This is an optimization exercise on Yosys and OpenROAD, whose aim is a short achievable clock period and few clock cycles per item, not a production implementation. In this exercise RTL edits were held to simulation tests only and were not proved equivalent to the original. The flow treats the clock pin as an ideal source, which a real chip does not have. Power figures rest on the tool's default switching activity, not on a simulated workload.

--- flow/run.sh ---
#!/bin/bash
# Standard ORFS layout (the standard.sh, all steps) with two settings
# added to config.mk:
#  - slow cells (4-input and/or stacks, mux4, mux2, a2111/o2111, and the
#    two-stage non-inverting and-or/or-and gates)
#    are added to the don't-use list, so synthesis and repair build the logic
#    from faster gates. Only combinational cells are listed: the registers
#    are mapped exactly as in the standard synthesis.
#  - the port buffers are inserted as buf_4 instead of the default delay-type
#    buffer, which footprint-matched resizing can not replace later.
set -euo pipefail
here=$(cd "$(dirname "$0")" && pwd)
echo "export DONT_USE_CELLS = $(cat "$here/dont_use.txt")" >> config.mk
echo "export BUFFER_PORTS_ARGS = -buffer_cell sky130_fd_sc_hd__buf_4" >> config.mk
bash standard.sh > standard.log 2>&1
--- flow/dont_use.txt ---
sky130_fd_sc_hd__a2111oi_0 sky130_fd_sc_hd__a2111oi_1 sky130_fd_sc_hd__a2111oi_2 sky130_fd_sc_hd__a2111oi_4 sky130_fd_sc_hd__a2111o_1 sky130_fd_sc_hd__a2111o_2 sky130_fd_sc_hd__a2111o_4 sky130_fd_sc_hd__o2111ai_1 sky130_fd_sc_hd__o2111ai_2 sky130_fd_sc_hd__o2111ai_4 sky130_fd_sc_hd__o2111a_1 sky130_fd_sc_hd__o2111a_2 sky130_fd_sc_hd__o2111a_4 sky130_fd_sc_hd__mux4_1 sky130_fd_sc_hd__mux4_2 sky130_fd_sc_hd__mux4_4 sky130_fd_sc_hd__or4_1 sky130_fd_sc_hd__or4_2 sky130_fd_sc_hd__or4_4 sky130_fd_sc_hd__or4b_1 sky130_fd_sc_hd__or4b_2 sky130_fd_sc_hd__or4b_4 sky130_fd_sc_hd__or4bb_1 sky130_fd_sc_hd__or4bb_2 sky130_fd_sc_hd__or4bb_4 sky130_fd_sc_hd__nor4_1 sky130_fd_sc_hd__nor4_2 sky130_fd_sc_hd__nor4_4 sky130_fd_sc_hd__nor4b_1 sky130_fd_sc_hd__nor4b_2 sky130_fd_sc_hd__nor4b_4 sky130_fd_sc_hd__nor4bb_1 sky130_fd_sc_hd__nor4bb_2 sky130_fd_sc_hd__nor4bb_4 sky130_fd_sc_hd__or3_1 sky130_fd_sc_hd__or3_2 sky130_fd_sc_hd__or3_4 sky130_fd_sc_hd__or3b_1 sky130_fd_sc_hd__or3b_2 sky130_fd_sc_hd__or3b_4 sky130_fd_sc_hd__a222oi_1 sky130_fd_sc_hd__and4_0 sky130_fd_sc_hd__and4_1 sky130_fd_sc_hd__and4_2 sky130_fd_sc_hd__and4_4 sky130_fd_sc_hd__and4b_0 sky130_fd_sc_hd__and4b_1 sky130_fd_sc_hd__and4b_2 sky130_fd_sc_hd__and4b_4 sky130_fd_sc_hd__and4bb_0 sky130_fd_sc_hd__and4bb_1 sky130_fd_sc_hd__and4bb_2 sky130_fd_sc_hd__and4bb_4 sky130_fd_sc_hd__nand4_0 sky130_fd_sc_hd__nand4_1 sky130_fd_sc_hd__nand4_2 sky130_fd_sc_hd__nand4_4 sky130_fd_sc_hd__nand4b_0 sky130_fd_sc_hd__nand4b_1 sky130_fd_sc_hd__nand4b_2 sky130_fd_sc_hd__nand4b_4 sky130_fd_sc_hd__nand4bb_0 sky130_fd_sc_hd__nand4bb_1 sky130_fd_sc_hd__nand4bb_2 sky130_fd_sc_hd__nand4bb_4 sky130_fd_sc_hd__a311oi_0 sky130_fd_sc_hd__a311oi_1 sky130_fd_sc_hd__a311oi_2 sky130_fd_sc_hd__a311oi_4 sky130_fd_sc_hd__a311o_0 sky130_fd_sc_hd__a311o_1 sky130_fd_sc_hd__a311o_2 sky130_fd_sc_hd__a311o_4 sky130_fd_sc_hd__o311ai_0 sky130_fd_sc_hd__o311ai_1 sky130_fd_sc_hd__o311ai_2 sky130_fd_sc_hd__o311ai_4 sky130_fd_sc_hd__o311a_0 sky130_fd_sc_hd__o311a_1 sky130_fd_sc_hd__o311a_2 sky130_fd_sc_hd__o311a_4 sky130_fd_sc_hd__a41oi_0 sky130_fd_sc_hd__a41oi_1 sky130_fd_sc_hd__a41oi_2 sky130_fd_sc_hd__a41oi_4 sky130_fd_sc_hd__a41o_0 sky130_fd_sc_hd__a41o_1 sky130_fd_sc_hd__a41o_2 sky130_fd_sc_hd__a41o_4 sky130_fd_sc_hd__o41ai_0 sky130_fd_sc_hd__o41ai_1 sky130_fd_sc_hd__o41ai_2 sky130_fd_sc_hd__o41ai_4 sky130_fd_sc_hd__o41a_0 sky130_fd_sc_hd__o41a_1 sky130_fd_sc_hd__o41a_2 sky130_fd_sc_hd__o41a_4 sky130_fd_sc_hd__a2bb2oi_0 sky130_fd_sc_hd__a2bb2oi_1 sky130_fd_sc_hd__a2bb2oi_2 sky130_fd_sc_hd__a2bb2oi_4 sky130_fd_sc_hd__o2bb2ai_0 sky130_fd_sc_hd__o2bb2ai_1 sky130_fd_sc_hd__o2bb2ai_2 sky130_fd_sc_hd__o2bb2ai_4 sky130_fd_sc_hd__a221oi_0 sky130_fd_sc_hd__a221oi_1 sky130_fd_sc_hd__a221oi_2 sky130_fd_sc_hd__a221oi_4 sky130_fd_sc_hd__o221ai_0 sky130_fd_sc_hd__o221ai_1 sky130_fd_sc_hd__o221ai_2 sky130_fd_sc_hd__o221ai_4 sky130_fd_sc_hd__a32oi_0 sky130_fd_sc_hd__a32oi_1 sky130_fd_sc_hd__a32oi_2 sky130_fd_sc_hd__a32oi_4 sky130_fd_sc_hd__o32ai_0 sky130_fd_sc_hd__o32ai_1 sky130_fd_sc_hd__o32ai_2 sky130_fd_sc_hd__o32ai_4 sky130_fd_sc_hd__and3b_0 sky130_fd_sc_hd__and3b_1 sky130_fd_sc_hd__and3b_2 sky130_fd_sc_hd__and3b_4 sky130_fd_sc_hd__nor3b_0 sky130_fd_sc_hd__nor3b_1 sky130_fd_sc_hd__nor3b_2 sky130_fd_sc_hd__nor3b_4 sky130_fd_sc_hd__or2b_0 sky130_fd_sc_hd__or2b_1 sky130_fd_sc_hd__or2b_2 sky130_fd_sc_hd__or2b_4  sky130_fd_sc_hd__mux2_1 sky130_fd_sc_hd__mux2_2 sky130_fd_sc_hd__mux2_4 sky130_fd_sc_hd__mux2_8 sky130_fd_sc_hd__mux2i_1 sky130_fd_sc_hd__mux2i_2 sky130_fd_sc_hd__mux2i_4 sky130_fd_sc_hd__mux2i_8  sky130_fd_sc_hd__a221o_1 sky130_fd_sc_hd__a221o_2 sky130_fd_sc_hd__a221o_4 sky130_fd_sc_hd__a211o_1 sky130_fd_sc_hd__a211o_2 sky130_fd_sc_hd__a211o_4 sky130_fd_sc_hd__a21o_1 sky130_fd_sc_hd__a21o_2 sky130_fd_sc_hd__a21o_4 sky130_fd_sc_hd__a22o_1 sky130_fd_sc_hd__a22o_2 sky130_fd_sc_hd__a22o_4 sky130_fd_sc_hd__o221a_1 sky130_fd_sc_hd__o221a_2 sky130_fd_sc_hd__o221a_4 sky130_fd_sc_hd__o211a_1 sky130_fd_sc_hd__o211a_2 sky130_fd_sc_hd__o211a_4 sky130_fd_sc_hd__o21a_1 sky130_fd_sc_hd__o21a_2 sky130_fd_sc_hd__o21a_4 sky130_fd_sc_hd__o22a_1 sky130_fd_sc_hd__o22a_2 sky130_fd_sc_hd__o22a_4 sky130_fd_sc_hd__a2bb2o_1 sky130_fd_sc_hd__a2bb2o_2 sky130_fd_sc_hd__a2bb2o_4 sky130_fd_sc_hd__o2bb2a_1 sky130_fd_sc_hd__o2bb2a_2 sky130_fd_sc_hd__o2bb2a_4 sky130_fd_sc_hd__a21bo_1 sky130_fd_sc_hd__a21bo_2 sky130_fd_sc_hd__a21bo_4 sky130_fd_sc_hd__o21ba_1 sky130_fd_sc_hd__o21ba_2 sky130_fd_sc_hd__o21ba_4 sky130_fd_sc_hd__a32o_1 sky130_fd_sc_hd__a32o_2 sky130_fd_sc_hd__a32o_4 sky130_fd_sc_hd__o32a_1 sky130_fd_sc_hd__o32a_2 sky130_fd_sc_hd__o32a_4 sky130_fd_sc_hd__a31o_1 sky130_fd_sc_hd__a31o_2 sky130_fd_sc_hd__a31o_4 sky130_fd_sc_hd__o31a_1 sky130_fd_sc_hd__o31a_2 sky130_fd_sc_hd__o31a_4 sky130_fd_sc_hd__a311o_1 sky130_fd_sc_hd__a311o_2 sky130_fd_sc_hd__a311o_4 sky130_fd_sc_hd__o311a_1 sky130_fd_sc_hd__o311a_2 sky130_fd_sc_hd__o311a_4 
--- standard.sh ---
#!/bin/bash
# synth_recipe.tcl (not shown) runs the flow's synth.tcl, then flattens the netlist and writes it again
# the make line also repeats each setting of config.mk as NAME=value (left out here)
make -C /OpenROAD-flow-scripts/flow DESIGN_CONFIG=/design/flow/config.mk WORK_HOME=/design/flow/orfs CLKGATE_MAP_FILE= SYNTH_SCRIPT=/design/flow/synth_recipe.tcl "${@:-finish}"
--- config.mk ---
export PLATFORM = sky130hd
export DESIGN_NAME = swt16_top
export DESIGN_NICKNAME = swt16_top
export VERILOG_FILES = /design/flow/design.v
export SDC_FILE = /design/flow/constraint.sdc
export NUM_CORES = 4
export LEC_CHECK = 0
export CAP_MARGIN = 20
export CORE_MARGIN = 2
export CORE_UTILIZATION = 40
export SETUP_SLACK_MARGIN = 2.5
export SLEW_MARGIN = 20
export DONT_USE_CELLS = sky130_fd_sc_hd__a2111oi_0 sky130_fd_sc_hd__a2111oi_1 sky130_fd_sc_hd__a2111oi_2 sky130_fd_sc_hd__a2111oi_4 sky130_fd_sc_hd__a2111o_1 sky130_fd_sc_hd__a2111o_2 sky130_fd_sc_hd__a2111o_4 sky130_fd_sc_hd__o2111ai_1 sky130_fd_sc_hd__o2111ai_2 sky130_fd_sc_hd__o2111ai_4 sky130_fd_sc_hd__o2111a_1 sky130_fd_sc_hd__o2111a_2 sky130_fd_sc_hd__o2111a_4 sky130_fd_sc_hd__mux4_1 sky130_fd_sc_hd__mux4_2 sky130_fd_sc_hd__mux4_4 sky130_fd_sc_hd__or4_1 sky130_fd_sc_hd__or4_2 sky130_fd_sc_hd__or4_4 sky130_fd_sc_hd__or4b_1 sky130_fd_sc_hd__or4b_2 sky130_fd_sc_hd__or4b_4 sky130_fd_sc_hd__or4bb_1 sky130_fd_sc_hd__or4bb_2 sky130_fd_sc_hd__or4bb_4 sky130_fd_sc_hd__nor4_1 sky130_fd_sc_hd__nor4_2 sky130_fd_sc_hd__nor4_4 sky130_fd_sc_hd__nor4b_1 sky130_fd_sc_hd__nor4b_2 sky130_fd_sc_hd__nor4b_4 sky130_fd_sc_hd__nor4bb_1 sky130_fd_sc_hd__nor4bb_2 sky130_fd_sc_hd__nor4bb_4 sky130_fd_sc_hd__or3_1 sky130_fd_sc_hd__or3_2 sky130_fd_sc_hd__or3_4 sky130_fd_sc_hd__or3b_1 sky130_fd_sc_hd__or3b_2 sky130_fd_sc_hd__or3b_4 sky130_fd_sc_hd__a222oi_1 sky130_fd_sc_hd__and4_0 sky130_fd_sc_hd__and4_1 sky130_fd_sc_hd__and4_2 sky130_fd_sc_hd__and4_4 sky130_fd_sc_hd__and4b_0 sky130_fd_sc_hd__and4b_1 sky130_fd_sc_hd__and4b_2 sky130_fd_sc_hd__and4b_4 sky130_fd_sc_hd__and4bb_0 sky130_fd_sc_hd__and4bb_1 sky130_fd_sc_hd__and4bb_2 sky130_fd_sc_hd__and4bb_4 sky130_fd_sc_hd__nand4_0 sky130_fd_sc_hd__nand4_1 sky130_fd_sc_hd__nand4_2 sky130_fd_sc_hd__nand4_4 sky130_fd_sc_hd__nand4b_0 sky130_fd_sc_hd__nand4b_1 sky130_fd_sc_hd__nand4b_2 sky130_fd_sc_hd__nand4b_4 sky130_fd_sc_hd__nand4bb_0 sky130_fd_sc_hd__nand4bb_1 sky130_fd_sc_hd__nand4bb_2 sky130_fd_sc_hd__nand4bb_4 sky130_fd_sc_hd__a311oi_0 sky130_fd_sc_hd__a311oi_1 sky130_fd_sc_hd__a311oi_2 sky130_fd_sc_hd__a311oi_4 sky130_fd_sc_hd__a311o_0 sky130_fd_sc_hd__a311o_1 sky130_fd_sc_hd__a311o_2 sky130_fd_sc_hd__a311o_4 sky130_fd_sc_hd__o311ai_0 sky130_fd_sc_hd__o311ai_1 sky130_fd_sc_hd__o311ai_2 sky130_fd_sc_hd__o311ai_4 sky130_fd_sc_hd__o311a_0 sky130_fd_sc_hd__o311a_1 sky130_fd_sc_hd__o311a_2 sky130_fd_sc_hd__o311a_4 sky130_fd_sc_hd__a41oi_0 sky130_fd_sc_hd__a41oi_1 sky130_fd_sc_hd__a41oi_2 sky130_fd_sc_hd__a41oi_4 sky130_fd_sc_hd__a41o_0 sky130_fd_sc_hd__a41o_1 sky130_fd_sc_hd__a41o_2 sky130_fd_sc_hd__a41o_4 sky130_fd_sc_hd__o41ai_0 sky130_fd_sc_hd__o41ai_1 sky130_fd_sc_hd__o41ai_2 sky130_fd_sc_hd__o41ai_4 sky130_fd_sc_hd__o41a_0 sky130_fd_sc_hd__o41a_1 sky130_fd_sc_hd__o41a_2 sky130_fd_sc_hd__o41a_4 sky130_fd_sc_hd__a2bb2oi_0 sky130_fd_sc_hd__a2bb2oi_1 sky130_fd_sc_hd__a2bb2oi_2 sky130_fd_sc_hd__a2bb2oi_4 sky130_fd_sc_hd__o2bb2ai_0 sky130_fd_sc_hd__o2bb2ai_1 sky130_fd_sc_hd__o2bb2ai_2 sky130_fd_sc_hd__o2bb2ai_4 sky130_fd_sc_hd__a221oi_0 sky130_fd_sc_hd__a221oi_1 sky130_fd_sc_hd__a221oi_2 sky130_fd_sc_hd__a221oi_4 sky130_fd_sc_hd__o221ai_0 sky130_fd_sc_hd__o221ai_1 sky130_fd_sc_hd__o221ai_2 sky130_fd_sc_hd__o221ai_4 sky130_fd_sc_hd__a32oi_0 sky130_fd_sc_hd__a32oi_1 sky130_fd_sc_hd__a32oi_2 sky130_fd_sc_hd__a32oi_4 sky130_fd_sc_hd__o32ai_0 sky130_fd_sc_hd__o32ai_1 sky130_fd_sc_hd__o32ai_2 sky130_fd_sc_hd__o32ai_4 sky130_fd_sc_hd__and3b_0 sky130_fd_sc_hd__and3b_1 sky130_fd_sc_hd__and3b_2 sky130_fd_sc_hd__and3b_4 sky130_fd_sc_hd__nor3b_0 sky130_fd_sc_hd__nor3b_1 sky130_fd_sc_hd__nor3b_2 sky130_fd_sc_hd__nor3b_4 sky130_fd_sc_hd__or2b_0 sky130_fd_sc_hd__or2b_1 sky130_fd_sc_hd__or2b_2 sky130_fd_sc_hd__or2b_4  sky130_fd_sc_hd__mux2_1 sky130_fd_sc_hd__mux2_2 sky130_fd_sc_hd__mux2_4 sky130_fd_sc_hd__mux2_8 sky130_fd_sc_hd__mux2i_1 sky130_fd_sc_hd__mux2i_2 sky130_fd_sc_hd__mux2i_4 sky130_fd_sc_hd__mux2i_8  sky130_fd_sc_hd__a221o_1 sky130_fd_sc_hd__a221o_2 sky130_fd_sc_hd__a221o_4 sky130_fd_sc_hd__a211o_1 sky130_fd_sc_hd__a211o_2 sky130_fd_sc_hd__a211o_4 sky130_fd_sc_hd__a21o_1 sky130_fd_sc_hd__a21o_2 sky130_fd_sc_hd__a21o_4 sky130_fd_sc_hd__a22o_1 sky130_fd_sc_hd__a22o_2 sky130_fd_sc_hd__a22o_4 sky130_fd_sc_hd__o221a_1 sky130_fd_sc_hd__o221a_2 sky130_fd_sc_hd__o221a_4 sky130_fd_sc_hd__o211a_1 sky130_fd_sc_hd__o211a_2 sky130_fd_sc_hd__o211a_4 sky130_fd_sc_hd__o21a_1 sky130_fd_sc_hd__o21a_2 sky130_fd_sc_hd__o21a_4 sky130_fd_sc_hd__o22a_1 sky130_fd_sc_hd__o22a_2 sky130_fd_sc_hd__o22a_4 sky130_fd_sc_hd__a2bb2o_1 sky130_fd_sc_hd__a2bb2o_2 sky130_fd_sc_hd__a2bb2o_4 sky130_fd_sc_hd__o2bb2a_1 sky130_fd_sc_hd__o2bb2a_2 sky130_fd_sc_hd__o2bb2a_4 sky130_fd_sc_hd__a21bo_1 sky130_fd_sc_hd__a21bo_2 sky130_fd_sc_hd__a21bo_4 sky130_fd_sc_hd__o21ba_1 sky130_fd_sc_hd__o21ba_2 sky130_fd_sc_hd__o21ba_4 sky130_fd_sc_hd__a32o_1 sky130_fd_sc_hd__a32o_2 sky130_fd_sc_hd__a32o_4 sky130_fd_sc_hd__o32a_1 sky130_fd_sc_hd__o32a_2 sky130_fd_sc_hd__o32a_4 sky130_fd_sc_hd__a31o_1 sky130_fd_sc_hd__a31o_2 sky130_fd_sc_hd__a31o_4 sky130_fd_sc_hd__o31a_1 sky130_fd_sc_hd__o31a_2 sky130_fd_sc_hd__o31a_4 sky130_fd_sc_hd__a311o_1 sky130_fd_sc_hd__a311o_2 sky130_fd_sc_hd__a311o_4 sky130_fd_sc_hd__o311a_1 sky130_fd_sc_hd__o311a_2 sky130_fd_sc_hd__o311a_4 
export BUFFER_PORTS_ARGS = -buffer_cell sky130_fd_sc_hd__buf_4
--- constraint.sdc ---
create_clock -name core_clock -period 4.6 [get_ports {clock}]
set_input_delay 0.9200 -clock core_clock [delete_from_list [all_inputs] [get_ports {clock}]]
set_output_delay 0.9200 -clock core_clock [all_outputs]
set_load 0.01 [all_outputs]
--- design.v ---
`default_nettype none
package swt16_pkg;
   localparam int word_width    = 16;
   localparam int reg_idx_width = 4;
   localparam int num_regs      = 16;
   localparam int opcode_width  = 4;
   localparam int imm_width     = 8;
   localparam int shamt_width   = 4;
   typedef logic [word_width-1:0]    word_t;
   typedef logic [word_width-1:0]    instr_t;
   typedef logic [reg_idx_width-1:0] reg_idx_t;
   typedef logic [imm_width-1:0]     imm_t;
   typedef enum logic [opcode_width-1:0] {
      op_nop = 4'd0,
      op_ldi = 4'd1,
      op_add = 4'd2,
      op_sub = 4'd3,
      op_and = 4'd4,
      op_or  = 4'd5,
      op_xor = 4'd6,
      op_sll = 4'd7,
      op_srl = 4'd8,
      op_sra = 4'd9
   } opcode_t;
   typedef enum logic [3:0] {
      alu_pass_imm,
      alu_add,
      alu_sub,
      alu_and,
      alu_or,
      alu_xor,
      alu_sll,
      alu_srl,
      alu_sra
   } alu_op_t;
endpackage
`default_nettype wire
`timescale 1ns/1ps
`default_nettype none
module swt16_top (
   input  wire        clock,
   input  wire        rst,
   input  wire        instr_valid,
   input  wire [15:0] instr,
   output wire        instr_ready,
   output wire        wb_valid,
   input  wire        wb_ready,
   output wire [3:0]  wb_reg_idx,
   output wire [15:0] wb_data
);
   localparam int QD = 6;    
   logic        rdy_q;
   logic        f_v;
   logic [15:0] f_ins;
   logic [15:0] f_s1oh, f_s2oh;    
   logic        acc_res;
   assign acc_res = instr_valid && rdy_q &&
                    (instr[15:12] != 4'd0) && (instr[15:12] <= 4'd9);
   always_ff @(posedge clock) begin
      f_ins <= instr;
      for (int j = 0; j < 16; j++) begin
         f_s1oh[j] <= (instr[7:4] == 4'(j));
         f_s2oh[j] <= (instr[3:0] == 4'(j));
      end
      if (rst) f_v <= 1'b0;
      else     f_v <= acc_res;
   end
   wire [3:0] f_op  = f_ins[15:12];
   wire [3:0] f_rd  = f_ins[11:8];
   wire [3:0] f_rs1 = f_ins[7:4];
   wire [3:0] f_rs2 = f_ins[3:0];
   wire       f_ldi = (f_op == 4'd1);
   wire       f_shift = (f_op == 4'd7) || (f_op == 4'd8) || (f_op == 4'd9);
   wire       f_enp   = (f_op == 4'd1) || (f_op == 4'd2) || (f_op == 4'd3)
                     || (f_op == 4'd5) || (f_op == 4'd6);
   logic        d_v;
   logic [3:0]  d_rd;
   logic        d_ldi, d_add, d_sub, d_and, d_or, d_xor, d_sll, d_sr, d_sra;
   logic [15:0] d_ax, d_bx;      
   logic        d_a_rp, d_a_rn, d_a_f, d_b_r, d_b_f;    
   logic [15:0] f_rf1, f_rf2;
   logic        d_none, d_only_a, d_only_b, d_both;    
   logic        d_bsa, d_bsb;                          
   logic        d_mp, d_mpx, d_shift, d_enp;
   logic        e_v;
   logic [3:0]  e_rd;
   logic        e_add, e_eng, e_sra;
   logic [15:0] e_x;           
   logic [15:0] e_p, e_g;      
   logic [15:0] e_sa;          
   logic [3:0]  e_ll, e_lh;    
   logic [3:0]  e_rl, e_rh;    
   logic        r_v;
   logic [3:0]  r_rd;
   logic [15:0] r_q;
   logic [15:0] r_qd, r_qn;      
   wire f_ea = !f_ldi && d_v && (d_rd == f_rs1);
   wire f_eb = !f_ldi && d_v && (d_rd == f_rs2);
   always_ff @(posedge clock) begin
      if (rst) d_v <= 1'b0;
      else     d_v <= f_v;
      d_rd   <= f_rd;
      d_ldi  <= f_ldi;
      d_add  <= (f_op == 4'd2) || (f_op == 4'd3);
      d_sub  <= (f_op == 4'd3);
      d_and  <= (f_op == 4'd4);
      d_or   <= (f_op == 4'd5) || f_ldi;
      d_xor  <= (f_op == 4'd6);
      d_sll  <= (f_op == 4'd7);
      d_sr   <= (f_op == 4'd8) || (f_op == 4'd9);
      d_sra  <= (f_op == 4'd9);
      d_ax   <= f_ldi ? {8'h00, f_ins[7:0]} : ((f_op == 4'd3) ? ~f_rf1 : f_rf1);
      d_bx   <= f_ldi ? 16'h0000 : f_rf2;
      d_a_rp <= !f_ldi && f_by1 && (f_op != 4'd3);
      d_a_rn <= !f_ldi && f_by1 && (f_op == 4'd3);
      d_a_f  <= f_ldi || !f_by1;
      d_b_r  <= !f_ldi && f_by2;
      d_b_f  <= f_ldi || !f_by2;
      d_none   <= !f_shift && !f_ea && !f_eb;
      d_only_a <= !f_shift &&  f_ea && !f_eb;
      d_only_b <= !f_shift && !f_ea &&  f_eb;
      d_both   <= !f_shift &&  f_ea &&  f_eb;
      d_bsa    <=  f_shift &&  f_ea;
      d_bsb    <=  f_shift &&  f_eb;
      d_mp     <= !f_shift && (f_ea != f_eb);
      d_mpx    <= !f_shift && (f_ea != f_eb) && f_enp;
      d_shift  <=  f_shift;
      d_enp    <=  f_enp;
   end
   logic [15:0] regs [16];
   logic [15:0] r_we;    
   always_ff @(posedge clock) begin
      for (int j = 0; j < 16; j++) begin
         if (rst)          regs[j] <= '0;
         else if (r_we[j]) regs[j] <= r_q;
      end
   end
   logic f_fw1, f_fw2;
   always_comb begin
      f_rf1 = '0;
      f_rf2 = '0;
      f_fw1 = 1'b0;
      f_fw2 = 1'b0;
      for (int j = 0; j < 16; j++) begin
         f_rf1 = f_rf1 | (regs[j] & {16{f_s1oh[j]}});
         f_rf2 = f_rf2 | (regs[j] & {16{f_s2oh[j]}});
         f_fw1 = f_fw1 | (r_we[j] & f_s1oh[j]);
         f_fw2 = f_fw2 | (r_we[j] & f_s2oh[j]);
      end
      if (f_fw1) f_rf1 = r_q;
      if (f_fw2) f_rf2 = r_q;
   end
   wire f_by1 = e_v && (e_rd == f_rs1);
   wire f_by2 = e_v && (e_rd == f_rs2);
   wire [15:0] a_dec = (r_qd & {16{d_a_rp}}) | (r_qn & {16{d_a_rn}}) | (d_ax & {16{d_a_f}});
   wire [15:0] b_val = (r_qd & {16{d_b_r}}) | (d_bx & {16{d_b_f}});
   wire [15:0] g = e_g;
   wire [15:0] p = e_p;
   logic [15:0] gk [5];
   logic [15:0] pk [5];
   always_comb begin
      gk[0] = g;
      pk[0] = p;
      for (int l = 0; l < 4; l++) begin
         for (int i = 0; i < 16; i++) begin
            if (i >= (1 << l)) begin
               gk[l+1][i] = gk[l][i] | (pk[l][i] & gk[l][i - (1 << l)]);
               pk[l+1][i] = pk[l][i] & pk[l][i - (1 << l)];
            end else begin
               gk[l+1][i] = gk[l][i];
               pk[l+1][i] = pk[l][i];
            end
         end
      end
   end
   wire [15:0] carry = {gk[4][14:0], 1'b0};
   wire       fill  = e_sra & e_sa[15];
   logic [15:0] tl, tr, shl, shr;
   always_comb begin
      for (int i = 0; i < 16; i++) begin
         tl[i] = 1'b0;
         tr[i] = 1'b0;
         for (int k = 0; k < 4; k++) begin
            if (i - k >= 0) tl[i] = tl[i] | (e_sa[i - k] & e_ll[k]);
            tr[i] = tr[i] | (((i + k <= 15) ? e_sa[i + k] : fill) & e_rl[k]);
         end
      end
      for (int i = 0; i < 16; i++) begin
         shl[i] = 1'b0;
         shr[i] = 1'b0;
         for (int m = 0; m < 4; m++) begin
            if (i - 4 * m >= 0) shl[i] = shl[i] | (tl[i - 4 * m] & e_lh[m]);
            shr[i] = shr[i] | (((i + 4 * m <= 15) ? tr[i + 4 * m] : fill) & e_rh[m]);
         end
      end
   end
   wire bsa = d_bsa;
   wire bsb = d_bsb;
   wire [15:0] x_r = e_x;
   wire [15:0] b_dec = b_val;
   wire [15:0] x_ap  = x_r ^ {16{d_sub}};     
   wire only_a = d_only_a;
   wire only_b = d_only_b;
   wire both   = d_both;
   wire none   = d_none;
   wire [15:0] ep = ({16{none}}   & (a_dec ^ b_dec))
                  | ({16{only_a}} & (x_ap ^ b_dec))
                  | ({16{only_b}} & (x_r ^ a_dec))
                  | ({16{both}}   & {16{d_sub}});
   wire [15:0] eg = ({16{none}}   & (a_dec & b_dec))
                  | ({16{only_a}} & (x_ap & b_dec))
                  | ({16{only_b}} & (x_r & a_dec))
                  | ({16{both}}   & x_r & {16{!d_sub}});
   wire [15:0] mp = {16{d_mp}};
   wire [15:0] mg = ({16{only_a}} & b_dec) | ({16{only_b}} & a_dec)
                  | ({16{both}} & {16{!d_sub}});
   wire [15:0] x_sa = bsa ? x_r : (a_dec & {16{d_shift}});
   wire [15:0] y_r  = (carry & {16{e_add}}) | (g & {16{e_eng}})
                    | shl | shr;
   wire [15:0] y_sa = (carry & {16{e_add & bsa}}) | (g & {16{e_eng & bsa}})
                    | (shl & {16{bsa}}) | (shr & {16{bsa}});
   wire [3:0]  amt_next = bsb ? (x_r[3:0] ^ y_r[3:0]) : b_val[3:0];
   always_ff @(posedge clock) begin
      if (rst) e_v <= 1'b0;
      else     e_v <= d_v;
      e_rd   <= d_rd;
      e_add  <= d_add;
      e_eng  <= d_and || d_or;
      e_sra  <= d_sra;
      e_p    <= ep ^ (y_r & mp);
      e_x    <= ((ep & {16{d_enp}}) ^ {16{d_sub}}) ^ (y_r & {16{d_mpx}});
      e_g    <= eg ^ (y_r & mg);
      e_sa   <= x_sa ^ y_sa;
      for (int k = 0; k < 4; k++) begin
         e_ll[k] <= d_sll && (amt_next[1:0] == 2'(k));
         e_lh[k] <= d_sll && (amt_next[3:2] == 2'(k));
         e_rl[k] <= d_sr && (amt_next[1:0] == 2'(k));
         e_rh[k] <= d_sr && (amt_next[3:2] == 2'(k));
      end
   end
   always_ff @(posedge clock) begin
      if (rst) r_v <= 1'b0;
      else     r_v <= e_v;
      for (int j = 0; j < 16; j++) begin
         if (rst) r_we[j] <= 1'b0;
         else     r_we[j] <= e_v && (e_rd == 4'(j));
      end
      r_rd <= e_rd;
      r_q  <= x_r ^ y_r;
      r_qd <= (x_r ^ y_r) & {16{f_by1 || f_by2}};
      r_qn <= ~(x_r ^ y_r) & {16{f_by1 || f_by2}};
   end
   logic [19:0]   q_mem [QD];
   logic [QD-1:0] q_wp, q_rp;     
   logic [QD-1:0] q_th;           
   logic [QD-1:0] ow_th;          
   logic          o_v;
   logic [19:0]   o_q;
   logic [19:0] q_head;
   always_comb begin
      q_head = '0;
      for (int i = 0; i < QD; i++) q_head = q_head | (q_mem[i] & {20{q_rp[i]}});
   end
   wire [19:0] head_data = q_th[0] ? q_head : {r_rd, r_q};
   wire        head_av   = q_th[0] || r_v;
   wire        o_load    = !o_v || wb_ready;
   wire        mv        = o_load && head_av;
   wire [QD-1:0] ow_up = {ow_th[QD-2:0], 1'b1};
   wire [QD-1:0] ow_dn = {1'b0, ow_th[QD-1:1]};
   wire [QD-1:0] q_up  = {q_th[QD-2:0], 1'b1};
   wire [QD-1:0] q_dn  = {1'b0, q_th[QD-1:1]};
   wire [QD-1:0] q_mv1 = r_v ? q_th : q_dn;
   wire [QD-1:0] q_mv0 = r_v ? q_up : q_th;
   wire rdy_next = (acc_res && !mv) ? !ow_th[QD-2] : ((!acc_res && mv) ? 1'b1 : !ow_th[QD-1]);
   always_ff @(posedge clock) begin
      for (int i = 0; i < QD; i++) begin
         if (r_v && q_wp[i]) q_mem[i] <= {r_rd, r_q};
      end
      if (rst) begin
         q_wp  <= QD'(1);
         q_rp  <= QD'(1);
         q_th  <= '0;
         ow_th <= '0;
         o_v   <= 1'b0;
         o_q   <= '0;
         rdy_q <= 1'b1;
      end else begin
         if (o_load) o_q <= head_data;
         if (r_v) q_wp <= {q_wp[QD-2:0], q_wp[QD-1]};
         if (mv)  q_rp <= {q_rp[QD-2:0], q_rp[QD-1]};
         q_th  <= mv ? q_mv1 : q_mv0;
         ow_th <= mv ? (acc_res ? ow_th : ow_dn) : (acc_res ? ow_up : ow_th);
         if (o_load) o_v <= head_av;
         rdy_q <= rdy_next;
      end
   end
   assign instr_ready = rdy_q;
   assign wb_valid    = o_v;
   assign wb_reg_idx  = o_q[19:16];
   assign wb_data     = o_q[15:0];
endmodule
`default_nettype wire
==> metrics.md, run 1 <==
| Metric | Value |
|---|---|
| Top FF cell, synth | dfxtp_1 |
| WS Path Type | flop to flop |
| Areal power density over the cells | 369 nW/um^2 |
| Initial Util | just over 40% |
| Core outline area | 77,100 sq um |
| Max-cap violations | 0 |
| Clk sinks | approximately 700 |
| R2R Setup Slk | 2.50 ns |
| Gr usage total | roughly 27% |
| Post-synthesis net count | approximately 3,700 |
| TritonCTS clock tree | built |
| CTS Buf Count | 75 |
| Final setup viols | 0 |
| IO Port Bufs | 41 |
| Fillers | 7,544 |
| I/O Pins | 42 |
| Global-route wire length before repair | 161 mm |
| EDFF count, synth | 120 |
| TNS Setup | 0 ns |
| Maximum vdd drop | 0.000267 V |
| Max Slew Vio Count | 0 |
| Max Buffers Root-to-Sink | 3 |
| Most common cell after layout, fill and taps aside | nand2_1 |
| RSZ-0062 raised after global routing | true |
| Via count | 26,751 |
| Clk pin slew, worst setup/hold paths | about 0.06 ns |
| Finished Core Util | 46.0% |
| Crit path max-delay family | simple AND/OR/NAND/NOR gates |
| Hold Vio Cnt, Final | 0 |
| DRC | 0 |
| CP bufs+invs | 1 |
| Layout cells sized above 1 | roughly an eighth |
| Fin crit share | 45.7% |
| Number of global-route vias before repair | 24,516 |
| Startpoint types | flop |
| Worst-margin pin slew | 0.949 ns |
| Hold Crit Class | flop to flop |
| Largest net degree at the start of global routing | 111 |
| Worst Skew | 0.0349 ns |
| Status | timing/DRC/antenna clean |
| Average cell area after synthesis | 8.56 sq um |
| Row count | 102 |
| DP HPWL | 72.1 mm |
| Cell area after synthesis | roughly 31,000 sq um |
| Routed length per instance | 23.4 um |
| Final min period | between 2 and 2.5 ns |
| Initial drt markers | a little over 3,000 |
| Yosys Warn Count | 5 |
| H-tree Lvls | 3 |
| Clock Tree Root | clkbuf_16 |
| Largest stage delay on the critical path | between 0.6 and 0.7 ns |
| Insertion delay to the later sink of the worst-skew pair | 0.64 ns |
| Crit path cell chain | buf_4 > a22oi_1 > nand3_1 > nor3_1 > nor2_1 > a21oi_1 > nor2_1 |
| Gpl congestion | between 0.9 and 1 |
| Worst-path fanout max | 9 |
| Syn-to-layout area delta | 14.3% |
| Leading cell types in the layout, fill and taps excluded | nand2_1 (734), dfxtp_1 (514), a22oi_1 (405), a21oi_1 (401), nand2b_1 (274) |
| Final wirelength | 109 mm |
| Vias/cell | 5.75 |
| Chip Height | 283 um |
| #FFs+latches synth | 685 |
| Initial antenna violation count | 2 |
| Crit path arrival time | 2.61 ns |
| Seq/Total Area, Yosys | 48.1% |
| Gr ovfl total | 0 |
| Post-synthesis cell count | 3,627 |
| Static leakage | around 13 nW |
| Placed cell areas | 32,100 sq um |
| Final #Nets | between 3,000 and 4,000 |
| Die X | 283 um |
| Slew margin rel. | between 30% and 40% |
| Critical Path Most Common Cell | nor2_1 |
| Post-route ant nets | 0 |
| Max stage delay cell, worst path | nor3_1 |
| Pre-antenna DRT Iters | 9 |
| Crit path capture type | flop |
| Post-synth ARST share | 0% |
| Fin area | about 35,000 sq um |
| Total power | 0.0131 W |
| Post-synth cell types | 56 |
| CP Data Required Time | 5.11 ns |
| Max Freq | roughly 480 MHz |
| Die Area | approximately 80,000 sq um |
| N_diodes | 0 |
-- where the power goes --
part / switching, W / total [W] / internal (W)
logic: 0.000292 / 0.000424 / 0.000133
clock network: 0.00263 / 0.00639 / 0.00376
registers: 0.000120 / 0.00627 / 0.00615
-- cell usage after synthesis (8+ instances only) --
library cell  number  area share, %
xnor2_1           85            2.4
inv_1             32           0.39
edfxtp_1         120             12
a21oi_1          408            6.6
o22ai_1           15           0.30
o21ai_0           23           0.37
inv_2             10           0.12
a22oi_1          412             10
and2_1            11           0.22
a22oi_2           10           0.40
clkbuf_1         232            2.8
nand3_1           87            1.4
nand2b_1         275            5.5
nor2b_1           17           0.34
nand2_1          742            9.0
a211oi_1          30           0.73
and3_1            70            1.4
ha_1              50            2.0
nor2_1           206            2.5
dfxtp_1          565             36
buf_1             20           0.24
buf_2             32           0.52
xor2_1            25           0.71
nor3_1            63            1.0
o21ai_1            9           0.15
xnor2_2            8           0.42
-- repair_timing --
action                     4_1_cts  5_1_grt
setup endpoints to repair      143      105
pin swaps                        7       17
resized for setup               69       73
hold buffers                     0        0
buffers inserted                 4       20
-- flip-flops by register name (all words and copies together) (netlist names), 14 cells and up --
signal	cells
d_ax	16
d_bx	16
e_g	16
e_p	14
e_sa	16
e_x	16
f_ins	16
f_s1oh	16
f_s2oh	16
o_q	20
q_mem	120
r_q	16
r_qd	16
r_qn	16
r_we	16
regs	256
-- through the flow --
stage,setup WS (ns),hold WS [ns],cells
after global routing,2.48,0.337,4652
final,2.50,0.326,4652
after detailed placement,1.62,0.316,4489
after global placement,1.66,0.314,4489
after CTS,2.50,0.329,4632
after floorplan,2.46,0.310,3627
-- layer usage --
metal	part of all wire (%)	up-vias	routed length (um)	track usage, %
met5	0.023	-	25	0
met1	43	12776	46900	36.7
met2	45	1310	48800	42.2
met4	4.0	4	4380	10.2
met3	8.2	297	8960	4.85
li1	-	12364	-	-
-- kinds of logic after synthesis --
group                    after synthesis  share of synthesized area (%)
buffers and inverters                336                           4.40
adder cells (fa/ha/maj)               50                           2.02
flip-flops                           685                           48.1
AO/OA/AOI/OAI                        937                           19.7
AND/OR/NAND/NOR                     1498                           22.2
XOR/XNOR                             121                           3.68
-- area by class of cell --
| class | instances | area [sq um] | area share [%] |
|---|---|---|---|
| Clock inverter | 44 | 557 | 1.57 |
| Clock buffer | 95 | 2080 | 5.87 |
| Sequential cell | 685 | 15000 | 42.3 |
| Timing Repair Buffer | 140 | 1110 | 3.14 |
| Inverter | 42 | 158 | 0.445 |
| Tap cell | 1040 | 1300 | 3.67 |
| Multi-Input combinational cell | 2606 | 15200 | 43.0 |
-- path summary, 6_finish.rpt --
path,start,endpoint,depth (start not counted)
max,f_s2oh[14]$_DFF_P_,d_bx[3]$_SDFF_PP0_,7
min,f_ins[10]$_DFF_P_,d_rd[2]$_DFF_P_,0
max reg2reg,f_s2oh[14]$_DFF_P_,d_bx[3]$_SDFF_PP0_,7
min reg2reg,f_ins[10]$_DFF_P_,d_rd[2]$_DFF_P_,0
Testbench counts, summed over its fixed seeds: cycles 40,040, items 40,000.
==> inputs of run 2 (changes only) <==
--- a/config.mk
+++ b/config.mk
@@ -10,3 +10,3 @@
 export CORE_UTILIZATION = 40
-export SETUP_SLACK_MARGIN = 2.5
+export SETUP_SLACK_MARGIN = 3.6
 export SLEW_MARGIN = 20
==> metrics.md, run 2 <==
| Metric | Value |
|---|---|
| CP bufs+invs | 2 (+1) |
| Most common cell in the netlist | nand2_1 |
| TritonCTS clock tree | built |
| Max Freq | 484 MHz (+1.9%) |
| Post-synth top cells | nand2_1 (742), dfxtp_1 (565), a22oi_1 (412), a21oi_1 (408), nand2b_1 (275) |
| Max Used Layer | met5 |
| Max Slew Vio Count | 0 (unchanged) |
| Crit path cell chain | buf_8 > a22oi_2 > buf_4 > nor2b_1 > a211oi_1 > and3_1 > o21ai_4 > xnor2_4 > o21ai_1 |
| RSZ-0062 raised after global routing | true |
| Core outline area | 77,100 sq um (unchanged) |
| Biggest regs | regs: 256 flops, q_mem: 120 flops, o_q: 20 flops |
| Most common cell after layout, fill and taps aside | nand2_1 |
| Insertion delay to the later sink of the worst-skew pair | 0.66 ns (+0.02 ns) |
| Global-route wire length before repair | 191 mm (+19%) |
| Die Area | 79,800 sq um (unchanged) |
| Chip Height | 283 um (unchanged) |
| DP HPWL | 71.3 mm (-1.2%) |
| Final setup viols | 0 (unchanged) |
| Final #Nets | 3,987 (+10%) |
| Max Buffers Root-to-Sink | 3 (unchanged) |
| WL met2 | 62.4 mm (+28%) |
| DRC | 0 (unchanged) |
| Reg2Reg Capture Point | e_sa[9]$_DFF_P_ |
| Fin cells | 5,019 (+7.9%) |
| Clk sinks | 685 (unchanged) |
| Seq/Total Area, Yosys | 48.1% (unchanged) |
| Endpoint of the worst hold path | d_rd[1]$_DFF_P_ |
| Initial drt markers | 3,984 (+30%) |
| Hold Crit Class | flop to flop |
| Number of global-route vias before repair | 28,683 (+17%) |
| Reg area | 15,300 sq um (+1.6%) |
| Via count | 30,814 (+15%) |
| Slew margin rel. | 27.9% (-8.7 points) |
| Fillers | 6,183 (-18%) |
| Row count | 102 (unchanged) |
| Average cell area after synthesis | 8.56 sq um (unchanged) |
| Routed wl met3 | 14.6 mm (+63%) |
| Fin crit share | 44.9% (-0.85 points) |
| Worst R2R Path Depth | 9 (+2) |
| Clock Tree Root | clkbuf_16 |
| Post-route ant nets | 0 (unchanged) |
| Post-synth cell types | 56 (unchanged) |
| Max-cap violations | 0 (unchanged) |
| Hold Vio Cnt, Final | 0 (unchanged) |
| Worst path depth | 9 (+2) |
| Post-synthesis cell count | 3,627 (unchanged) |
| Largest stage delay on the critical path | 0.39 ns (-0.22 ns) |
| Layout cells sized above 1 | 45.9% (+33 points) |
| Final min period | 2.06 ns (-0.0389 ns) |
| Yosys Warn Count | 5 (unchanged) |
| Max FFs per register | 256 (unchanged) |
| Initial Util | 40.3% (unchanged) |
| TNS Setup | 0 ns (unchanged) |
| Static leakage | 16.9 nW (+32%) |
| H-tree Lvls | 3 (unchanged) |
| Worst R2R Start | e_ll[0]$_DFF_P_ |
| Worst-path fanout max | 5 (-4) |
| Post-synth ARST share | 0% (unchanged) |
| Cell area after synthesis | 31,000 sq um (unchanged) |
| N_diodes | 0 (unchanged) |
| Worst-margin pin slew | 1.08 ns (+0.130 ns) |
| Areal power density over the cells | 292 nW/um^2 (-21%) |
| Clk pin slew, worst setup/hold paths | 0.07 ns (about the same) |
| Pre-antenna DRT Iters | 8 (-1) |
| Largest net degree at the start of global routing | 49 (-56%) |
| Crit path max-delay family | compound AO/OA/AOI/OAI gates |
| Status | timing/DRC/antenna clean |
| WS Path Type | flop to flop |
| R2R Setup Slk | 2.54 ns (+0.04 ns) |
| #FFs+latches synth | 685 (unchanged) |
| Vias/cell | 6.14 (+6.8%) |
| Worst Skew | 0.0358 ns (+0.000949 ns) |
| Crit path arrival time | 2.56 ns (-0.05 ns) |
| Met1 WL | 53.1 mm (+13%) |
| Top FF cell, synth | dfxtp_1 |
| Crit path capture type | flop |
| Gr ovfl total | 0 (unchanged) |
| Cell taking the most area after synthesis | dfxtp_1 |
| Biggest register | regs |
| Leading cell types in the layout, fill and taps excluded | nand2_1 (624), dfxtp_1 (436), a21oi_2 (326), a22oi_1 (243), nand2b_1 (237) |
| IO Port Bufs | 41 (unchanged) |
| Share of the synthesized area in the top cell type | 36.5% (unchanged) |
| CTS Buf Count | 75 (unchanged) |
| Placed insts | 4,492 (+0.067%) |
| Post-synthesis net count | 3,697 (unchanged) |
| Die X | 283 um (unchanged) |
| Hold path start | f_ins[9]$_DFF_P_ |
| Maximum vdd drop | 0.000284 V (+6.2%) |
| Multi-input logic area | 20,500 sq um (+35%) |
| Startpoint types | flop |
| EDFF count, synth | 120 (unchanged) |
| Gpl congestion | 0.961 (-2.0%) |
| CP Data Required Time | 5.10 ns (about the same) |
| Max stage delay cell, worst path | dfxtp_4 |
| Syn-to-layout area delta | 49.5% |
| Gr usage total | 32.1% (+5.2 points) |
| I/O Pins | 42 (unchanged) |
| Hold-critical path depth | 0 (unchanged) |
| Routed length per instance | 28.2 um (+20%) |
| Top cells by area, synth | dfxtp_1 (36%), edfxtp_1 (12%), a22oi_1 (10%) |
| Final wirelength | 141 mm (+30%) |
| Initial antenna violation count | 2 (unchanged) |
run 2: cell count changes in the layout (fill, tap and decap cells not counted), sizes merged:
cell / previous run / this run
inv: 47 / 44
buf: 140 / 448
bufbuf: 0 / 3
nand2: 744 / 747
nand3: 93 / 95
clkbuf: 95 / 129
nor2b: 17 / 18
and2: 12 / 31
run 2: cell type report:
| class | instances | share of cell area (%) |
|---|---|---|
| tap | 1040 | 2.80 |
| timing repair buffer | 482 | 14.1 |
| clock inverter | 41 | 1.16 |
| multi-input combinational | 2631 | 44.2 |
| inverter | 42 | 0.418 |
| clock buffer | 98 | 4.46 |
| sequential | 685 | 32.9 |
run 2: cells by family after synthesis:
kind of cell	Yosys count	share of synthesized area (%)
xor+xnor	121	3.68
fa+ha+maj	50	2.02
buf+inv	336	4.40
compound gates	937	19.7
simple gates	1498	22.2
flops	685	48.1
run 2: stage by stage:
step	total power (W)	utilization (%)	hold slack, ns	worst slack (ns)	cell area (sq um)
3_3_place_gp	0.00688	44.3	0.310	1.92	34200
3_5_place_dp	0.00689	44.3	0.312	1.91	34200
4_1_cts	0.0134	55.5	0.325	2.53	42800
5_1_grt	0.0138	60.2	0.333	2.46	46400
2_1_floorplan	0.00675	-	0.310	2.47	34500
6_report	0.0136	60.2	0.325	2.54	46400
run 2: per-layer routing:
| layer | vias to the layer above | GRT usage, % |
|---|---|---|
| li1 | 13198 | - |
| met1 | 14868 | 40.0 |
| met2 | 2054 | 51.1 |
| met3 | 690 | 7.33 |
| met4 | 4 | 18.3 |
| met5 | - | 0 |
run 2: worst max-delay path by stage:
| stage | from | end | slack, ns |
|---|---|---|---|
| final | e_ll[0]$_DFF_P_ | e_sa[9]$_DFF_P_ | 2.54 |
| after global routing | e_ll[0]$_DFF_P_ | r_qn[9]$_DFF_P_ | 2.46 |
| after CTS | rdy_q$_SDFF_PP1_ | instr_ready | 2.53 |
| after detailed placement | r_we[7]$_SDFF_PP0_ | d_ax[15]$_SDFF_PP0_ | 1.91 |
| after global placement | r_we[3]$_SDFF_PP0_ | d_ax[9]$_SDFF_PP0_ | 1.92 |
| after floorplan | instr[13] | ow_th[0]$_SDFFE_PP0P_ | 2.47 |
run 2: power by group:
part           switching [W]  internal (W)  leakage [nW]
clock network        0.00270       0.00373          1.28
registers           0.000112       0.00613          5.74
logic               0.000513      0.000377          9.87
run 2: worst register-to-register path, stage by stage (launching register included):
cell	delay, ns
dfxtp_4	0.39
buf_8	0.16
a22oi_2	0.21
buf_4	0.16
nor2b_1	0.04
a211oi_1	0.28
and3_1	0.26
o21ai_4	0.13
xnor2_4	0.23
o21ai_1	0.08
run 2: what timing repair did:
action / in CTS / in global routing
gates resized for setup: 786 / 452
hold buffers: 0 / 0
pin swaps: 254 / 255
setup endpoints to repair: 646 / 617
setup buffers: 207 / 89
gates cloned: 53 / 39
==> inputs of run 3 (changes only) <==
==> flow/run.sh (replaced) <==
#!/bin/bash
# Standard ORFS layout (the standard.sh, all steps) with three settings
# added to config.mk:
#  - slow cells (4-input and/or stacks, mux4, mux2, a2111/o2111, and the
#    two-stage non-inverting and-or/or-and gates) are added to the don't-use
#    list, so synthesis and repair build the logic from faster gates. Only
#    combinational cells are listed: the registers are mapped exactly as in
#    the standard synthesis.
#  - the port buffers are inserted as buf_4 instead of the default delay-type
#    buffer, which footprint-matched resizing can not replace later.
#  - cts_pre.tcl (PRE_CTS_TCL) keeps TritonCTS's leaf buffers but replaces
#    its upper tree by four clkbuf_16 fed straight from the clock port, so
#    every register is two buffers from the port (a shorter, balanced tree).
# Each ORFS step logs to orfs/logs/...; standard.sh's own output goes to
# standard.log.
set -euo pipefail
here=$(cd "$(dirname "$0")" && pwd)
echo "export DONT_USE_CELLS = $(cat "$here/dont_use.txt")" >> config.mk
echo "export BUFFER_PORTS_ARGS = -buffer_cell sky130_fd_sc_hd__buf_4" >> config.mk
echo "export PRE_CTS_TCL = $here/cts_pre.tcl" >> config.mk
bash standard.sh > standard.log 2>&1
==> flow/cts_pre.tcl (new file) <==
# Clock tree with a shallow top: after TritonCTS has clustered the registers
# under leaf buffers, its upper tree (root buffer and branch buffers) is
# replaced by NROOT clkbuf_16 buffers driven straight from the clock port,
# each driving the leaf buffers of one region of the die. Every register
# still sees the same number of buffers (two) between the port and its pin.
rename clock_tree_synthesis my_orig_clock_tree_synthesis
proc clock_tree_synthesis { args } {
  my_orig_clock_tree_synthesis {*}$args
  shallow_clock_top
}

proc shallow_out_net { inst } {
  foreach it [$inst getITerms] {
    if { [[$it getMTerm] getIoType] eq "OUTPUT" } {
      set n [$it getNet]
      if { $n ne "NULL" } { return $n }
    }
  }
  return ""
}

proc shallow_clock_top { } {
  set nroot 4
  if { [info exists ::env(SHALLOW_CLOCK_ROOTS)] } { set nroot $::env(SHALLOW_CLOCK_ROOTS) }
  set blk [ord::get_db_block]
  set port_net [[$blk findBTerm clock] getNet]
  # Walk the tree from the port: buffers whose output feeds only buffers are
  # upper-tree buffers, the others are leaves
  set upper {}
  set leaves {}
  set todo {}
  foreach it [$port_net getITerms] { lappend todo [$it getInst] }
  while { [llength $todo] > 0 } {
    set b [lindex $todo 0]
    set todo [lrange $todo 1 end]
    set out [shallow_out_net $b]
    if { $out eq "" } { continue }
    set kids {}
    set only_bufs 1
    foreach it [$out getITerms] {
      if { [[$it getMTerm] getIoType] eq "INPUT" } {
        set inst [$it getInst]
        if { $inst eq $b } { continue }
        set mname [[$inst getMaster] getName]
        if { [string match "sky130_fd_sc_hd__clkbuf_*" $mname] && [shallow_out_net $inst] ne "" } {
          lappend kids $inst
        } elseif { [[$inst getMaster] isSequential] || [shallow_out_net $inst] ne "" } {
          # a register (or any other driving cell) is a real sink
          set only_bufs 0
        }
      }
    }
    if { $only_bufs && [llength $kids] > 0 } {
      lappend upper $b
      set todo [concat $todo $kids]
    } else {
      lappend leaves $b
    }
  }
  puts "shallow_clock_top: [llength $upper] upper buffers, [llength $leaves] leaf buffers"
  if { [llength $upper] == 0 } { return }
  # Remove the upper tree
  foreach b $upper {
    set out [shallow_out_net $b]
    set dummies {}
    foreach it [$out getITerms] {
      set inst [$it getInst]
      if { $inst ne $b && [shallow_out_net $inst] eq "" && ![[$inst getMaster] isSequential] } {
        lappend dummies $inst
      }
      $it disconnect
    }
    # dummy loads of the removed nets go with them
    foreach d $dummies { odb::dbInst_destroy $d }
    [$b findITerm A] disconnect
    odb::dbInst_destroy $b
    if { [$out getName] ne [$port_net getName] } { odb::dbNet_destroy $out }
  }
  # Split the leaves into regions: sort by x into two halves, each half by y
  set pts {}
  foreach l $leaves {
    set bb [$l getBBox]
    lappend pts [list $l [expr {([$bb xMin] + [$bb xMax]) / 2}] [expr {([$bb yMin] + [$bb yMax]) / 2}]]
  }
  set groups {}
  if { $nroot == 4 } {
    set sx [lsort -integer -index 1 $pts]
    set h [expr {[llength $sx] / 2}]
    foreach half [list [lrange $sx 0 [expr {$h - 1}]] [lrange $sx $h end]] {
      set sy [lsort -integer -index 2 $half]
      set q [expr {[llength $sy] / 2}]
      lappend groups [lrange $sy 0 [expr {$q - 1}]] [lrange $sy $q end]
    }
  } else {
    set sx [lsort -integer -index 1 $pts]
    set n [llength $sx]
    for {set k 0} {$k < $nroot} {incr k} {
      lappend groups [lrange $sx [expr {$k * $n / $nroot}] [expr {($k + 1) * $n / $nroot - 1}]]
    }
  }
  set master [[ord::get_db] findMaster sky130_fd_sc_hd__clkbuf_16]
  set k 0
  foreach grp $groups {
    if { [llength $grp] == 0 } { continue }
    set cx 0; set cy 0
    foreach p $grp { incr cx [lindex $p 1]; incr cy [lindex $p 2] }
    set cx [expr {$cx / [llength $grp]}]
    set cy [expr {$cy / [llength $grp]}]
    set inst [odb::dbInst_create $blk $master "clkroot_$k"]
    set net [odb::dbNet_create $blk "clkroot_net_$k"]
    $net setSigType CLOCK
    $inst setLocation $cx $cy
    $inst setPlacementStatus PLACED
    [$inst findITerm A] connect $port_net
    [$inst findITerm X] connect $net
    foreach p $grp { [[lindex $p 0] findITerm A] connect $net }
    puts "shallow_clock_top: clkroot_$k drives [llength $grp] leaf buffers"
    incr k
  }
}
--- a/config.mk
+++ b/config.mk
@@ -14 +14,2 @@
 export BUFFER_PORTS_ARGS = -buffer_cell sky130_fd_sc_hd__buf_4
+export PRE_CTS_TCL = /design/flow/flow/cts_pre.tcl
==> metrics.md, run 3 <==
| Metric | Value |
|---|---|
| Gr ovfl total | 0 (unchanged) |
| Static leakage | 16.7 nW (-1.0%) |
| Placed insts | 4,492 (unchanged) |
| Fin crit share | 43.4% (-1.5 points) |
| TNS Setup | 0 ns (unchanged) |
| Hold Crit Class | flop to flop |
| IO Port Bufs | 41 (unchanged) |
| Row count | 102 (unchanged) |
| Largest net degree at the start of global routing | 49 (unchanged) |
| Worst-path fanout max | 4 (-1) |
| Post-synth top cells | nand2_1 (742), dfxtp_1 (565), a22oi_1 (412), a21oi_1 (408), nand2b_1 (275) |
| Gr usage total | 32.4% (+0.35 points) |
| Routed length per instance | 27.8 um (-1.4%) |
| Insertion delay to the later sink of the worst-skew pair | 0.49 ns (-0.17 ns) |
| Vias/cell | 6.10 (-0.68%) |
| Hold Vio Cnt, Final | 0 (unchanged) |
| Endpoint of the worst hold path | d_rd[1]$_DFF_P_ |
| Post-synthesis net count | 3,697 (unchanged) |
| Clk sinks | 685 (unchanged) |
| Worst slack at placement | 1.91 ns (unchanged) |
| DRC | 0 (unchanged) |
| Number of global-route vias before repair | 28,660 (-0.080%) |
| Layout cells sized above 1 | 44.2% (-1.7 points) |
| Critical Path Start | e_g[0]$_DFF_P_ |
| Worst-margin pin slew | 1.07 ns (-0.0123 ns) |
| Final wirelength | 140 mm (-0.89%) |
| Worst Skew | 0.0412 ns (+0.00537 ns) |
| Max Slew Vio Count | 0 (unchanged) |
| Leading cell types in the layout, fill and taps excluded | nand2_1 (649), dfxtp_1 (435), a21oi_2 (323), a22oi_1 (267), nand2b_1 (257) |
| Reg2Reg Capture Point | e_x[9]$_DFF_P_ |
| Startpoint types | flop |
| Average cell area after synthesis | 8.56 sq um (unchanged) |
| Clk pin slew, worst setup/hold paths | 0.06 ns (about the same) |
| Fin area | 46,500 sq um (+0.14%) |
| Seq/Total Area, Yosys | 48.1% (unchanged) |
| Chip Height | 283 um (unchanged) |
| EDFF count, synth | 120 (unchanged) |
| Worst R2R Path Depth | 8 (-1) |
| Pre-antenna DRT Iters | 7 (-1) |
| Cell area after synthesis | 31,000 sq um (unchanged) |
| Crit path arrival time | 2.36 ns (-0.20 ns) |
| Max-cap violations | 0 (unchanged) |
| I/O Pins | 42 (unchanged) |
| Slew margin rel. | 28.8% (+0.82 points) |
| Syn-to-layout area delta | 49.8% |
| Die Area | 79,800 sq um (unchanged) |
| Post-synth cell types | 56 (unchanged) |
| Die X | 283 um (unchanged) |
| Max FFs per register | 256 (unchanged) |
| Via count | 30,758 (-0.18%) |
| Crit path capture type | flop |
| Final #Nets | 4,018 (+0.78%) |
| WS Path Type | flop to flop |
| Top FF cell, synth | dfxtp_1 |
| Hold-critical path depth | 0 (unchanged) |
| Maximum vdd drop | 0.000317 V (+12%) |
| Biggest regs | regs: 256 flops, q_mem: 120 flops, o_q: 20 flops |
| Fin cells | 5,044 (+0.50%) |
| Post-route ant nets | 0 (unchanged) |
| Yosys Warn Count | 5 (unchanged) |
| Initial antenna violation count | 5 (+3) |
| Max Freq | 501 MHz (+3.5%) |
| DP HPWL | 71.3 mm (unchanged) |
| Final min period | 1.99 ns (-0.0698 ns) |
| CP Data Required Time | 4.96 ns (-0.14 ns) |
| CTS Buf Count | 75 (unchanged) |
| Hold path start | f_ins[9]$_DFF_P_ |
| Setup ws final | 2.61 ns (+0.0698 ns) |
| Share of the synthesized area in the top cell type | 36.5% (unchanged) |
| Status | timing/DRC/antenna clean |
| Worst R2R Start | e_g[0]$_DFF_P_ |
| Final setup viols | 0 (unchanged) |
| Post-synth ARST share | 0% (unchanged) |
| Initial Util | 40.3% (unchanged) |
| Cell taking the most area after synthesis | dfxtp_1 |
| R2R Setup Slk | 2.61 ns (+0.07 ns) |
| Gpl congestion | 0.961 (unchanged) |
| Post-synthesis cell count | 3,627 (unchanged) |
| Core outline area | 77,100 sq um (unchanged) |
| Hold Buf Count CTS | 0 (unchanged) |
| RSZ-0062 raised after global routing | true |
| Most common cell after layout, fill and taps aside | nand2_1 |
| Top cells by area, synth | dfxtp_1 (36%), edfxtp_1 (12%), a22oi_1 (10%) |
| Placed cell areas | 34,200 sq um (unchanged) |
| Biggest register | regs |
| TritonCTS clock tree | built |
| Initial drt markers | 4,027 (+1.1%) |
| Most common cell in the netlist | nand2_1 |
| Areal power density over the cells | 282 nW/um^2 (-3.5%) |
| Global-route wire length before repair | 193 mm (+1.3%) |
| #FFs+latches synth | 685 (unchanged) |
run 3: cell counts after synthesis:
Identical to the previous run, type by type.
run 3: final cells by class, clock buffers not listed:
type,instances,area [sq um]
timing repair buffer,518,7230
multi-input combinational,2631,20200
buffer,4,100
fill,6220,30600
tap,1040,1300
antenna,1,2.50
inverter,42,184
clock inverter,35,425
sequential,685,15300
run 3: worst max path at each step:
stage / to / slack, ns
after global placement: d_ax[9]$_SDFF_PP0_ / 1.92
after global routing: e_ll[2]$_DFF_P_ / 2.54
after detailed placement: d_ax[15]$_SDFF_PP0_ / 1.91
final: e_x[9]$_DFF_P_ / 2.61
after floorplan: ow_th[0]$_SDFFE_PP0P_ / 2.47
after CTS: e_sa[15]$_DFF_P_ / 2.65
run 3: report_power, final:
part	internal (W)	switching [W]	total, W
sequential	0.00613	0.000118	0.00625
clock	0.00342	0.00248	0.00589
combinational	0.000441	0.000518	0.000959
total	0.00999	0.00311	0.0131
run 3: worst max-delay path, stage by stage, from the launching register on:
cell and delay, ns:
dfxtp_4 0.39, a21oi_4 0.07, or2_4 0.26, a31oi_4 0.26, a22oi_4 0.19, o21ai_4 0.34, buf_4 0.18, nand2_2 0.05
xnor2_1 0.16
run 3: through the flow:
stage / total power [W] / hold slack [ns] / util [%]
2_1_floorplan: 0.00675 / 0.310 / -
4_1_cts: 0.0130 / 0.325 / 56.1
5_1_grt: 0.0134 / 0.333 / 60.3
6_report: 0.0131 / 0.325 / 60.3
3_3_place_gp: 0.00688 / 0.310 / 44.3
3_5_place_dp: 0.00689 / 0.312 / 44.3
run 3: repair_timing:
item,4_1_cts,5_1_grt
pin swaps,209,240
cloned,82,12
setup endpoints to repair,661,644
endpoints found under the hold margin,0,0
setup buffers,228,102
gates resized for setup,740,435
run 3: cells by family (layout without fill, tap and decap cells):
group           count (synthesis)  count (layout)  share of synthesized area, %
fa+ha+maj                      50              50                          2.02
compound gates                937             937                          19.7
simple gates                 1498            1523                          22.2
flops                         685             685                          48.1
buf+inv                       336             687                          4.40
xor+xnor                      121             121                          3.68
other cells                     0               1                             0
run 3: metal layers:
layer | up-vias | GRT usage (%) | part of all wire [%]
met5 | - | 0 | 0.0093
met4 | 2 | 18.7 | 7.8
met2 | 1989 | 51.1 | 44
met3 | 682 | 6.89 | 10
met1 | 14828 | 41.1 | 38
li1 | 13257 | - | -
==> inputs of run 4 (changes only) <==
--- a/config.mk
+++ b/config.mk
@@ -10,3 +10,3 @@
 export CORE_UTILIZATION = 40
-export SETUP_SLACK_MARGIN = 3.6
+export SETUP_SLACK_MARGIN = 4.5
 export SLEW_MARGIN = 20
==> metrics.md, run 4 <==
| Metric | Value |
|---|---|
| TNS Setup | 0 ns (unchanged) |
| Leading cell types in the layout, fill and taps excluded | nand2_1 (614), dfxtp_1 (413), a21oi_2 (316), a22oi_1 (265), nand2b_1 (248) |
| Max Freq | 497 MHz (-0.93%) |
| Via count | 31,904 (+3.7%) |
| Finished Core Util | 62.7% (+2.5 points) |
| Clk pin slew, worst setup/hold paths | 0.06 ns (about the same) |
| Static leakage | 17.7 nW (+6.1%) |
| Switching share of power | 24.5% (+0.73 points) |
| Layout cells sized above 1 | 47.0% (+2.8 points) |
| RSZ-0062 raised after global routing | true |
| Pint | 0.00979 W (-2.0%) |
| IO Port Bufs | 41 (unchanged) |
| Top cells by area, synth | dfxtp_1 (36%), edfxtp_1 (12%), a22oi_1 (10%) |
| Worst Skew | 0.0454 ns (+0.00421 ns) |
| Startpoint types | flop |
| Compound-Gate Fraction of Synth Area | 19.7% (unchanged) |
| Number of global-route vias before repair | 29,595 (+3.3%) |
| Largest family of logic cells by synthesized area | simple AND/OR/NAND/NOR gates |
| Most common cell in the netlist | nand2_1 |
| Initial drt markers | 4,654 (+16%) |
| Status | timing/DRC/antenna clean |
| CP Data Required Time | 5.01 ns (+0.05 ns) |
| Crit path cell chain | buf_8 > a22oi_2 > nand2_2 > nand2_1 > nand3_2 > nor3_4 > xor2_2 > buf_4 > inv_2 > nor2_2 |
| Fin crit share | 43.8% (+0.41 points) |
| Chip Height | 283 um (unchanged) |
| Post-route ant nets | 0 (unchanged) |
| Crit path arrival time | 2.42 ns (+0.06 ns) |
| Post-Synth Adder-Cell Area | 2.02% (unchanged) |
| CP bufs+invs | 3 (+2) |
| Biggest register | regs |
| WS Path Type | flop to flop |
| Post-synthesis simple-gate area fraction | 22.2% (unchanged) |
| Largest net degree at the start of global routing | 49 (unchanged) |
| Initial Util | 40.3% (unchanged) |
| Average cell area after synthesis | 8.56 sq um (unchanged) |
| #FFs+latches synth | 685 (unchanged) |
| Post-synth ARST share | 0% (unchanged) |
| Initial antenna violation count | 3 (-2) |
| Gr ovfl total | 0 (unchanged) |
| Hold Crit Class | flop to flop |
| Gr usage total | 34.3% (+1.9 points) |
| Pre-antenna DRT Iters | 9 (+2) |
| TritonCTS clock tree | built |
| Logic gate share of total power | 8.7% (+1.4 points) |
| Die X | 283 um (unchanged) |
| Final wirelength | 150 mm (+6.9%) |
| Post-synth top cells | nand2_1 (742), dfxtp_1 (565), a22oi_1 (412), a21oi_1 (408), nand2b_1 (275) |
| Syn-to-layout area delta | 55.9% |
| Net Sw Power | 0.00317 W (+2.0%) |
| Most common cell after layout, fill and taps aside | nand2_1 |
| Post-synthesis cell count | 3,627 (unchanged) |
| Clock share of power | 43.0% (-2.0 points) |
| Max stage delay cell, worst path | dfxtp_4 |
| Post-synthesis net count | 3,697 (unchanged) |
| Biggest regs | regs: 256 flops, q_mem: 120 flops, o_q: 20 flops |
| Seq/Total Area, Yosys | 48.1% (unchanged) |
| Maximum vdd drop | 0.000345 V (+8.6%) |
| DRC | 0 (unchanged) |
| Row count | 102 (unchanged) |
| Final setup viols | 0 (unchanged) |
| Top FF cell, synth | dfxtp_1 |
| Core outline area | 77,100 sq um (unchanged) |
| Cell taking the most area after synthesis | dfxtp_1 |
| Hold Vio Cnt, Final | 0 (unchanged) |
| Slew margin rel. | 28.9% (+0.13 points) |
| Global-route wire length before repair | 201 mm (+4.1%) |
| Max FFs per register | 256 (unchanged) |
| Share of the synthesized area in the top cell type | 36.5% (unchanged) |
| CTS Buf Count | 75 (unchanged) |
| Routed length per instance | 29.2 um (+5.1%) |
| Largest stage delay on the critical path | 0.39 ns (about the same) |
| Sequential share of power | 48.3% (+0.6 points) |
| Worst-path fanout max | 8 (+4) |
| Areal power density over the cells | 268 nW/um^2 (-4.9%) |
| Vias/cell | 6.22 (+2.0%) |
| I/O Pins | 42 (unchanged) |
| Crit path max-delay family | simple AND/OR/NAND/NOR gates |
| Crit path capture type | flop |
| Final min period | 2.01 ns (+0.0186 ns) |
| Clk sinks | 685 (unchanged) |
| Worst-margin pin slew | 1.07 ns (-0.00190 ns) |
| Post-synthesis mux area share | 0% (unchanged) |
| Yosys Warn Count | 5 (unchanged) |
| Final #Nets | 4,106 (+2.2%) |
| Synth Area in XOR/XNOR | 3.68% (unchanged) |
| Max Slew Vio Count | 0 (unchanged) |
| Post-synth cell types | 56 (unchanged) |
| DP HPWL | 69.3 mm (-2.7%) |
| Gpl congestion | 0.964 (+0.33%) |
| EDFF count, synth | 120 (unchanged) |
| Cell area after synthesis | 31,000 sq um (unchanged) |
| Die Area | 79,800 sq um (unchanged) |
| Insertion delay to the later sink of the worst-skew pair | 0.49 ns (about the same) |
| Max-cap violations | 0 (unchanged) |
==> run 4: cell counts after synthesis <==
Identical to the previous run, type by type.
==> run 4: layout make-up, clock buffers not listed <==
class	instances	area, sq um
Fill cell	5816	28700
Multi-Input combinational cell	2631	20400
Sequential cell	685	15400
Timing Repair Buffer	605	8930
Tap cell	1040	1300
Inverter	42	195
Clock inverter	22	188
Buffer	4	100
Timing Repair inverter	1	16.3
Antenna cell	1	2.50
==> run 4: worst register-to-register path, cell delays in order (launching register included) <==
cell and delay [ns]:
dfxtp_4 0.39, buf_8 0.16, a22oi_2 0.21, nand2_2 0.14, nand2_1 0.12, nand3_2 0.10
nor3_4 0.35, xor2_2 0.21, buf_4 0.16, inv_2 0.04, nor2_2 0.07
==> run 4: layer usage <==
metal	global-route usage (%)	vias to the layer above	share of wire (%)	routed length (um)
met1	42.6	15323	36	54300
met4	20.1	4	8.3	12500
met2	53.6	2327	43	64800
li1	-	13435	-	-
met5	0	-	0.020	30
met3	8.99	815	12	18200
==> run 4: cells by family after synthesis <==
group / after synthesis
simple gates: 1498
compound gates: 937
flops: 685
buf+inv: 336
xor+xnor: 121
fa+ha+maj: 50
==> run 4: path summary, 6_finish.rpt <==
kind / start / to / slack (ns) / cells past startpoint
setup reg to reg: e_ll[0]$_DFF_P_ / r_qn[15]$_DFF_P_ / 2.59 / 10
hold reg to reg: f_ins[9]$_DFF_P_ / d_rd[1]$_DFF_P_ / 0.33 / 0
setup / recovery: e_ll[0]$_DFF_P_ / r_qn[15]$_DFF_P_ / 2.59 / 10
hold / removal: f_ins[9]$_DFF_P_ / d_rd[1]$_DFF_P_ / 0.33 / 0
==> run 4: metrics by stage <==
| step | hold WS (ns) | setup slack, ns | instances | cell area (sq um) | power, W |
|---|---|---|---|---|---|
| global route | 0.336 | 2.52 | 5126 | 48400 | 0.0132 |
| global placement | 0.313 | 1.85 | 4473 | 34100 | 0.00688 |
| detailed placement | 0.313 | 1.89 | 4473 | 34100 | 0.00688 |
| finish | 0.326 | 2.59 | 5127 | 48400 | 0.0130 |
| CTS | 0.327 | 2.66 | 4982 | 44900 | 0.0127 |
| floorplan | 0.310 | 2.47 | 3627 | 34600 | 0.00676 |
==> run 4: power by group through the flow <==
stage                     Sequential (W)  Combinational [W]  Clock (W)
after global routing             0.00627            0.00114    0.00579
after CTS                        0.00628           0.000905    0.00553
after detailed placement         0.00647           0.000405          0
after floorplan                  0.00634           0.000417          0
final                            0.00627            0.00112    0.00558
after global placement           0.00648           0.000403          0
==> run 4: timing repair <==
action,in CTS,in global routing
setup endpoints to repair,827,827
pin swaps,249,290
buffers inserted,283,129
hold buffers,0,0
gates resized for setup,922,449
gates cloned,104,15
